This design comes from an exercise in tuning for small area and a short achievable clock period on the open sky130 flow, not from production work. In this exercise RTL edits were held to simulation tests only and were not proved equivalent to the original.

==> inputs of 09-20 <==
==> flow/design.v <==
module mem_responder (
  input  logic        clk,
  input  logic        reset_n,
  input  logic        mem_read,
  input  logic        mem_write,
  input  logic [15:0] mem_address,
  input  logic [15:0] mem_wdata,
  input  logic [1:0]  mem_byte_enable,
  output logic [15:0] mem_rdata,
  output logic        mem_resp,
  output logic        mem_busy
);
  localparam int NR = 32;
  localparam int NS = 8;
  logic        r_busy, r_resp;         
  logic        r_idle, r_w1, r_w2;     
  logic        r_cmt;                  
  logic        r_wr;
  logic [7:0]  r_idx;
  logic [NR-1:0] r_roh [2];   
  logic [15:0] r_wdata;
  logic [1:0]  r_be;
  logic [15:0] r_rdata;
  logic [15:0] r_rs;       
  logic [2:0]  r_ph;
  logic [7:0]  a_idx, b_idx;
  logic [15:0] a_data, b_data;
  logic [1:0]  a_be, b_be;
  logic [3:0]  a_lo, b_lo;    
  logic [15:0] a_hb, b_hb;    
  logic [3:0]  r_qk [2];   
  logic [1:0]  r_qa, r_qb;   
  logic [1:0]  r_qs;       
  logic [15:0] r_m [NR][NS];
  logic        w_live;
  logic        w_req;
  logic        w_resp;
  logic        w_idle_n;
  logic        w_commit;
  logic [7:0]  w_na_idx, w_nb_idx;
  logic [1:0]  w_na_be, w_nb_be;
  logic [7:0]  w_nidx;
  logic [1:0]  w_abm;
  logic        w_rt, w_at, w_bt;
  logic [15:0] w_na_hb, w_nb_hb;
  logic [2:0]  w_nrs;
  logic [1:0]  w_nfa, w_nfb;
  logic [15:0] w_rs, w_rdata;
  assign mem_busy  = r_busy;
  assign mem_resp  = r_resp;
  assign mem_rdata = r_rdata;
  assign w_live   = r_wr ? mem_write : mem_read;
  assign w_req    = mem_read | mem_write;
  assign w_resp   = ~r_idle & ~r_w1 & ~r_w2;
  assign w_idle_n = r_idle ? ~w_req : (w_resp | ~w_live);
  always_ff @(posedge clk or negedge reset_n) begin
    if (!reset_n) begin
      r_busy <= 1'b0;
      r_resp <= 1'b0;
      r_idle <= 1'b1;
      r_w1   <= 1'b0;
      r_w2   <= 1'b0;
      r_cmt  <= 1'b0;
    end else begin
      r_busy <= ~w_idle_n;
      r_resp <= r_w2 & w_live;
      r_idle <= w_idle_n;
      r_w1   <= r_idle & w_req;
      r_w2   <= r_w1 & w_live;
      r_cmt  <= r_w2 & w_live & r_wr;
    end
  end
  always_ff @(posedge clk) begin
    if (r_idle) begin
      r_wr    <= mem_write;
      r_idx   <= mem_address[8:1];
      r_wdata <= mem_wdata;
      r_be    <= mem_byte_enable;
    end
  end
  assign w_commit = r_cmt;
  assign w_na_idx = w_commit ? r_idx : a_idx;
  assign w_na_be  = w_commit ? r_be  : a_be;
  assign w_nb_idx = w_commit ? a_idx : b_idx;
  assign w_abm    = a_be & ~((r_idx == a_idx) ? r_be : 2'b00);
  assign w_nb_be  = w_commit ? w_abm : b_be;
  assign w_rt = (r_idx[2:0] + r_ph + 3'd1) == 3'd7;
  assign w_at = (a_idx[2:0] + r_ph + 3'd1) == 3'd7;
  assign w_bt = (b_idx[2:0] + r_ph + 3'd1) == 3'd7;
  for (genvar i = 0; i < 8; i++) begin : g_hb
    for (genvar b = 0; b < 2; b++) begin : g_b
      mem_responder_mux2 u_a (.s(w_commit),
        .d0((a_idx[7:5] == 3'(i)) & w_at & a_be[b]),
        .d1((r_idx[7:5] == 3'(i)) & w_rt & r_be[b]),
        .y(w_na_hb[2*i+b]));
      mem_responder_mux2 u_b (.s(w_commit),
        .d0((b_idx[7:5] == 3'(i)) & w_bt & b_be[b]),
        .d1((a_idx[7:5] == 3'(i)) & w_at & w_abm[b]),
        .y(w_nb_hb[2*i+b]));
    end
  end
  always_ff @(posedge clk) begin
    r_ph <= r_ph + 3'd1;
    if (w_commit) begin
      a_idx  <= r_idx;
      a_data <= r_wdata;
      a_be   <= r_be;
      b_idx  <= a_idx;
      b_data <= a_data;
      b_be   <= w_abm;
    end
    a_hb <= w_na_hb;
    b_hb <= w_nb_hb;
    for (int i = 0; i < 4; i++) begin
      a_lo[i] <= w_na_idx[4:3] == 2'(i);
      b_lo[i] <= w_nb_idx[4:3] == 2'(i);
    end
  end
  logic [1:0] w_sa [NR];
  logic [1:0] w_sb [NR];
  logic [1:0] w_sk [NR];
  for (genvar r = 0; r < NR; r++) begin : g_sel
    for (genvar b = 0; b < 2; b++) begin : g_b
      mem_responder_and2 u_sa (.a({a_hb[2*(r/4)+b], a_lo[r%4]}), .y(w_sa[r][b]));
      mem_responder_and2 u_sb (.a({b_hb[2*(r/4)+b], b_lo[r%4]}), .y(w_sb[r][b]));
      mem_responder_sel2n u_sk (
        .s0(a_hb[2*(r/4)+b]), .d0(a_lo[r%4]),
        .s1(b_hb[2*(r/4)+b]), .d1(b_lo[r%4]),
        .y(w_sk[r][b]));
    end
  end
  logic [15:0] w_m0 [NR];
  for (genvar r = 0; r < NR; r++) begin : g_ins
    for (genvar i = 0; i < 16; i++) begin : g_bit
      mem_responder_sel3 u_sel (
        .s0(w_sa[r][i/8]), .d0(a_data[i]),
        .s1(w_sb[r][i/8]), .d1(b_data[i]),
        .s2(w_sk[r][i/8]), .d2(r_m[r][NS-1][i]),
        .y(w_m0[r][i]));
    end
  end
  always_ff @(posedge clk) begin
    for (int r = 0; r < NR; r++) begin
      for (int s = 1; s < NS; s++) r_m[r][s] <= r_m[r][s-1];
      r_m[r][0] <= w_m0[r];
    end
  end
  assign w_nidx = r_w1 ? r_idx : mem_address[8:1];
  assign w_nrs  = w_nidx[2:0] + r_ph + 3'd1;
  assign w_nfa  = (r_w1 && a_idx == r_idx) ? a_be : 2'b00;
  assign w_nfb  = ((r_w1 && b_idx == r_idx) ? b_be : 2'b00) & ~w_nfa;
  always_ff @(posedge clk) begin
    for (int r = 0; r < NR; r++) begin
      r_roh[0][r] <= (w_nidx[7:3] == 5'(r)) & ~w_nrs[2];
      r_roh[1][r] <= (w_nidx[7:3] == 5'(r)) & w_nrs[2];
    end
    for (int b = 0; b < 2; b++) begin
      for (int k = 0; k < 4; k++)
        r_qk[b][k] <= ~w_nrs[0] & (w_nrs[2:1] == 2'(k)) & ~w_nfa[b] & ~w_nfb[b];
      r_qa[b] <= w_nfa[b];
      r_qb[b] <= w_nfb[b];
      r_qs[b] <= w_nrs[0] & ~w_nfa[b] & ~w_nfb[b];
    end
  end
  logic [2:0] w_p [4][16];
  for (genvar k = 0; k < 4; k++) begin : g_rd
    for (genvar i = 0; i < 16; i++) begin : g_bit
      logic [11:0] w_g;
      for (genvar g = 0; g < 10; g++) begin : g_grp
        mem_responder_sel3n u_grp (
          .s0(r_roh[k/2][3*g]),   .d0(r_m[3*g][2*k][i]),
          .s1(r_roh[k/2][3*g+1]), .d1(r_m[3*g+1][2*k][i]),
          .s2(r_roh[k/2][3*g+2]), .d2(r_m[3*g+2][2*k][i]),
          .y(w_g[g]));
      end
      mem_responder_sel2n u_grp10 (
        .s0(r_roh[k/2][30]), .d0(r_m[30][2*k][i]),
        .s1(r_roh[k/2][31]), .d1(r_m[31][2*k][i]),
        .y(w_g[10]));
      mem_responder_nand4 u_p0 (.a(w_g[3:0]), .y(w_p[k][i][0]));
      mem_responder_nand4 u_p1 (.a(w_g[7:4]), .y(w_p[k][i][1]));
      mem_responder_nand3 u_p2 (.a(w_g[10:8]), .y(w_p[k][i][2]));
    end
  end
  for (genvar i = 0; i < 16; i++) begin : g_out
    logic [4:0] w_h;
    logic       w_hs;
    for (genvar k = 0; k < 4; k++) begin : g_k
      mem_responder_or3and u_h (.s(r_qk[i/8][k]), .d(w_p[k][i]), .y(w_h[k]));
    end
    mem_responder_sel2n u_hab (
      .s0(r_qa[i/8]), .d0(a_data[i]),
      .s1(r_qb[i/8]), .d1(b_data[i]),
      .y(w_h[4]));
    mem_responder_nand2 u_hs (.a({r_qs[i/8], r_rs[i]}), .y(w_hs));
    mem_responder_nand5 u_rs (.a(w_h), .y(w_rs[i]));
    mem_responder_nand6 u_rd (.a({w_hs, w_h}), .y(w_rdata[i]));
  end
  always_ff @(posedge clk) begin
    r_rs    <= w_rs;
    r_rdata <= w_rdata;
  end
endmodule
module mem_responder_sel3n (
  input  logic s0, d0,
  input  logic s1, d1,
  input  logic s2, d2,
  output logic y
);
  assign y = ~((s0 & d0) | (s1 & d1) | (s2 & d2));
endmodule
module mem_responder_sel2n (
  input  logic s0, d0,
  input  logic s1, d1,
  output logic y
);
  assign y = ~((s0 & d0) | (s1 & d1));
endmodule
module mem_responder_sel3 (
  input  logic s0, d0,
  input  logic s1, d1,
  input  logic s2, d2,
  output logic y
);
  assign y = (s0 & d0) | (s1 & d1) | (s2 & d2);
endmodule
module mem_responder_mux2 (
  input  logic s, d0, d1,
  output logic y
);
  assign y = s ? d1 : d0;
endmodule
module mem_responder_nand2 (
  input  logic [1:0] a,
  output logic       y
);
  assign y = ~&a;
endmodule
module mem_responder_nand3 (
  input  logic [2:0] a,
  output logic       y
);
  assign y = ~&a;
endmodule
module mem_responder_nand4 (
  input  logic [3:0] a,
  output logic       y
);
  assign y = ~&a;
endmodule
module mem_responder_nand5 (
  input  logic [4:0] a,
  output logic       y
);
  assign y = ~&a;
endmodule
module mem_responder_nand6 (
  input  logic [5:0] a,
  output logic       y
);
  assign y = ~&a;
endmodule
module mem_responder_and2 (
  input  logic [1:0] a,
  output logic       y
);
  assign y = &a;
endmodule
module mem_responder_or3and (
  input  logic       s,
  input  logic [2:0] d,
  output logic       y
);
  assign y = ~(s & |d);
endmodule
==> flow/run.sh <==
#!/bin/bash
# synth_recipe.tcl (not shown) runs the flow's synth.tcl, then flattens the netlist and writes it again
# the make line also repeats each setting of config.mk as NAME=value (left out here)
make -C /OpenROAD-flow-scripts/flow DESIGN_CONFIG=/design/flow/config.mk WORK_HOME=/design/flow/orfs CLKGATE_MAP_FILE= SYNTH_SCRIPT=/design/flow/synth_recipe.tcl finish
==> flow/config.mk <==
export PLATFORM = sky130hd
export DESIGN_NAME = mem_responder
export DESIGN_NICKNAME = mem_responder
export VERILOG_FILES = /design/flow/design.v
export SDC_FILE = /design/flow/constraint.sdc
export NUM_CORES = 4
export LEC_CHECK = 0
export ABC_CLOCK_PERIOD_IN_PS = 2000
export CAP_MARGIN = 20
export CORE_MARGIN = 2
export CORE_UTILIZATION = 70
export CTS_CLUSTER_DIAMETER = 70
export CTS_CLUSTER_SIZE = 24
export SETUP_SLACK_MARGIN = 2.7
export SLEW_MARGIN = 20
export SYNTH_HIERARCHICAL = 1
export SYNTH_MEMORY_MAX_BITS = 8192
export SYNTH_MINIMUM_KEEP_SIZE = 0
==> flow/constraint.sdc <==
create_clock -name core_clock -period 5.0 [get_ports {clk}]
set_input_delay 1.0000 -clock core_clock [delete_from_list [all_inputs] [get_ports {clk}]]
set_output_delay 1.0000 -clock core_clock [all_outputs]
set_load 0.01 [all_outputs]
==> 09-02: changes against 09-20 <==
--- a/flow/config.mk
+++ b/flow/config.mk
@@ -8,7 +8,7 @@
 export ABC_CLOCK_PERIOD_IN_PS = 2000
 export CAP_MARGIN = 20
 export CORE_MARGIN = 2
-export CORE_UTILIZATION = 70
+export CORE_UTILIZATION = 62
 export CTS_CLUSTER_DIAMETER = 70
 export CTS_CLUSTER_SIZE = 24
 export SETUP_SLACK_MARGIN = 2.7
==> 05-06: changes against 09-20 <==
--- a/flow/config.mk
+++ b/flow/config.mk
@@ -8,10 +8,10 @@
 export ABC_CLOCK_PERIOD_IN_PS = 2000
 export CAP_MARGIN = 20
 export CORE_MARGIN = 2
-export CORE_UTILIZATION = 70
+export CORE_UTILIZATION = 66
 export CTS_CLUSTER_DIAMETER = 70
 export CTS_CLUSTER_SIZE = 24
-export SETUP_SLACK_MARGIN = 2.7
+export SETUP_SLACK_MARGIN = 3.0
 export SLEW_MARGIN = 20
 export SYNTH_HIERARCHICAL = 1
 export SYNTH_MEMORY_MAX_BITS = 8192
==> impl_metrics.tcl <==
set metrics [dict create \
    outcome "timing/DRC/antenna clean" \
    power.switching_fraction_pct 23.6 \
    combinational_power_share_pct 6.1 \
    final.fill_count 10300 \
    timing.hold.worst.start "r_m[3][10]" \
    area_occupied_by_multi_input_gates_um2 19900 \
    critical_path_required_ps 5720 \
    flow.area_growth_from_synthesis_pct 12.0 \
    worstSetupPathDepth 6 \
    crit_start "r_roh[1][20]" \
    seq_area_um2 87700 \
    initial_core_util_pct 66.6 \
    finClkSkew_ps 22.5 \
    multi_input_comb_cells 2082 \
]
The numbers above come from 05-06.

==> impl_metrics.tcl <==
set metrics [dict create \
    flow.area_growth_from_synthesis_pct 10.5 \
    initial_core_util_pct 62.4 \
    timing.hold.worst.start "r_m[131][4]" \
    worstSetupPathDepth 7 \
    critical_path_required_ps 5730 \
    power.switching_fraction_pct 22.8 \
    outcome "timing/DRC/antenna clean" \
    area_occupied_by_multi_input_gates_um2 19100 \
    seq_area_um2 87800 \
    multi_input_comb_cells 2078 \
    crit_start "r_roh[1][12]" \
]
The numbers above come from 09-02.

==> impl_metrics.tcl <==
set metrics [dict create \
    outcome "timing/DRC/antenna clean" \
    multi_input_comb_cells 2079 \
    timing.hold.worst.start "r_m[243][0]" \
    initial_core_util_pct 70.4 \
    finClkSkew_ps 49.1 \
    area_occupied_by_multi_input_gates_um2 19000 \
    critical_path_required_ps 5720 \
    final.fill_count 9166 \
    worstSetupPathDepth 7 \
    seq_area_um2 87800 \
    flow.area_growth_from_synthesis_pct 10.1 \
]
The numbers above come from 09-20.

port drivers added, routing unchanged:
No port has a modelled driver above. Below, the same layouts with a new extraction and two added sets of constraints. Step 1 (the two cells are an assumption about what drives the block):
set clk [get_ports {clk}]
set_driving_cell -lib_cell sky130_fd_sc_hd__clkbuf_16 $clk
set_driving_cell -lib_cell sky130_fd_sc_hd__buf_2 [delete_from_list [all_inputs] $clk]
Step 2, shift: input delay + t, output delay - t, t = (earliest + latest rising clock arrival at the registers) / 2. This alone moves slack from input paths to output paths. Slacks: ideal / step 1 / step 2; pairs: ideal / step 1.
| run | t (ns) | setup slack, ns | worst setup path after step 2 | clock arrival spread, ns | worst slew at a driven data input, ns |
|---|---|---|---|---|---|
| 09-20 | 0.930 | 2.307 / 2.307 / 1.757 | input to register | 0.053 / 0.053 | 0.20 |
| 09-02 | 0.950 | 2.433 / 2.433 / 1.925 | input to register | 0.029 / 0.029 | 0.11 |
| 05-06 | 0.944 | 2.249 / 2.249 / 1.888 | input to register | 0.027 / 0.026 | 0.18 |
After both steps every run listed still meets setup and hold. For 09-20, which loses most, drivers alone change the setup slack by 0.000 ns; drivers and shift together by -0.550 ns.
